This is an optimization exercise on Yosys and OpenROAD, whose aim is small area, not a production implementation. The RTL was checked by simulation tests, not by an equivalence proof against the original design. Power figures rest on the tool's default switching activity, not on a simulated workload.

Design pipeCpu, start of the top module:
module pipeCpu #(
	parameter int imemDepth = 64,
	parameter int dmemDepth = 64
) (
	input logic clk,
	input logic rstN,
	input logic imemWrite,
	input logic [31:0] imemData,
	input logic run,
	output logic wbValid,
	output logic [4:0] wbIdx,
	output logic [31:0] wbData
);
	localparam int tagW = 7;
	localparam int slotW = tagW + 32;
	localparam logic [1:0] swpA = 2'd0;  
	localparam logic [1:0] swpB = 2'd1;  
	localparam logic [1:0] swpM = 2'd2;  
	logic [2:0] ph;  
	logic [6:0] loadPtr;  
	logic [6:0] pc;  
	logic act;  
	logic [1:0] swp;  
	logic rec;  
	logic lock;  
	logic [31:0] ir;
	logic [31:0] x;  
	logic [5:0] addr;  
	logic [8*slotW-1:0] head;  
	logic [8*slotW-1:0] tail;  
	logic [7:0] pend;  
	logic [7:0] loadIns, runIns;
	logic [7:0] m, laneOk, hi;
	logic [7:0] wrLane;
	logic [8*32-1:0] bufs;
	logic [2:0] myRow;
	logic start, sweeping, first, last, validRow, capt;
	logic [31:0] fetchW;
	logic [4:0] rsE;
	logic [tagW-1:0] key;
	logic en;
	logic [31:0] sel;
	logic any;
	logic [tagW-1:0] recTag;
	logic [31:0] recData;
  ...
make LEC_CHECK=0 ABC_AREA=1 CAP_MARGIN=20 CORE_MARGIN=2 CORE_UTILIZATION=60 CTS_BUF_LIST='sky130_fd_sc_hd__clkbuf_4 sky130_fd_sc_hd__clkbuf_8' CTS_CLUSTER_DIAMETER=50 CTS_CLUSTER_SIZE=16 SLEW_MARGIN=20 finish   # period 10.0 ns
run.sh (not shown) runs the stock make flow with config.mk's settings and CLKGATE_MAP_FILE= SYNTH_SCRIPT=/design/flow/synth_recipe.tcl, a recipe that flattens the netlist after the stock synthesis.
Edit:
--- a/flow/config.mk
+++ b/flow/config.mk
@@ -12,4 +12,2 @@
 export CTS_BUF_LIST = sky130_fd_sc_hd__clkbuf_4 sky130_fd_sc_hd__clkbuf_8
-export CTS_CLUSTER_DIAMETER = 50
-export CTS_CLUSTER_SIZE = 16
 export SLEW_MARGIN = 20
After rerunning: Sequential cell count does not change. First-iteration DRC count went down by 4.0%. Count of clock-buffer cells in the layout came out higher by 352. Final area grows by 5.6%. Register-to-register slack gets worse by 0.06 ns. Synthesized area does not change.

* * *

main:
Another version of the RTL of pipeCpu (not shown whole).
Size: ~2800 flip-flops, about 74 I/O pins, ~76000 µm² of cells after synthesis.
clock: 10.0 ns
lec_check: 0
abc_area: 1
cap_margin: 20
core_margin: 2
core_utilization: 72
slew_margin: 20
standard.sh (not shown) runs the stock make flow with config.mk's settings and CLKGATE_MAP_FILE= SYNTH_SCRIPT=/design/flow/synth_recipe.tcl, a recipe that flattens the netlist after the stock synthesis.
==> flow/flow/run.sh <==
#!/bin/bash
# Standard layout with two changes: the clock tree is built from clkbuf_8
# leaf clusters without dummy balancing loads, and the port buffers are
# buf_1 cells. Everything else, synthesis included, is the standard flow.
set -e
export CTS_ARGS="-sink_clustering_enable -repair_clock_nets -buf_list sky130_fd_sc_hd__clkbuf_8 -sink_clustering_size 16 -sink_clustering_max_diameter 60 -dont_use_dummy_load"
export BUFFER_PORTS_ARGS="-buffer_cell sky130_fd_sc_hd__buf_1"
bash standard.sh > standard.log 2>&1
main ran to completion and came out clean on the timing, design-rule and antenna checks.
Inputs modified between main and the feature branch:
Settings: CTS_CLUSTER_DIAMETER: unset -> 50; CTS_CLUSTER_SIZE: unset -> 16; CTS_BUF_LIST: unset -> sky130_fd_sc_hd__clkbuf_4 sky130_fd_sc_hd__clkbuf_8; CORE_UTILIZATION: 72 -> 60.
==> flow/run.sh (new file) <==
#!/bin/bash
# synth_recipe.tcl (not shown) runs the flow's synth.tcl, then flattens the netlist and writes it again
# the make line also repeats each setting of config.mk as NAME=value (left out here)
make -C /OpenROAD-flow-scripts/flow DESIGN_CONFIG=/design/flow/config.mk WORK_HOME=/design/flow/orfs CLKGATE_MAP_FILE= SYNTH_SCRIPT=/design/flow/synth_recipe.tcl finish
removed: flow/flow/run.sh
removed: flow/standard.sh
### Flow results
- Comparing count of non-filler cells in the finished layout for main and the feature branch, the bigger number came from the feature branch.
- The feature branch against main: final design instance area without fill now larger; clock group total power up about 17%.

what the ideal ports hide:
No port has a modelled driver above. Below, the same layouts with a new extraction and two added sets of constraints.
Step 1, drivers: a clkbuf_16 drives clk and a buf_2 each remaining input, both assumed.
Step 2 times the ports against the registers' clock, not the clock port: input delays grow and output delays shrink by t, the midpoint of the rising clock arrivals with the driver on.
Three values: ideal ports, drivers, drivers and shift; two values: the first two.
run	shift t [ns]	slack for setup (ns)	worst register clock-pin slew, ns	worst slew at a driven data input, ns
the first run of note 1	1.032	0.932 / 0.985 / -0.047	0.10 / 0.10	0.17
the second run of note 1	1.068	1.002 / 1.054 / -0.014	0.07 / 0.07	0.18
main	0.974	0.765 / 0.765 / 0.306	0.11 / 0.11	0.15
the feature branch	1.022	0.673 / 0.673 / 0.204	0.11 / 0.11	0.18
With both steps, setup timing fails in the first run of note 1 and the second run of note 1, where it was met with ideal ports. The setup slack of the second run of note 1, which loses most, moves by +0.052 ns with the drivers and by -1.016 ns with both steps.
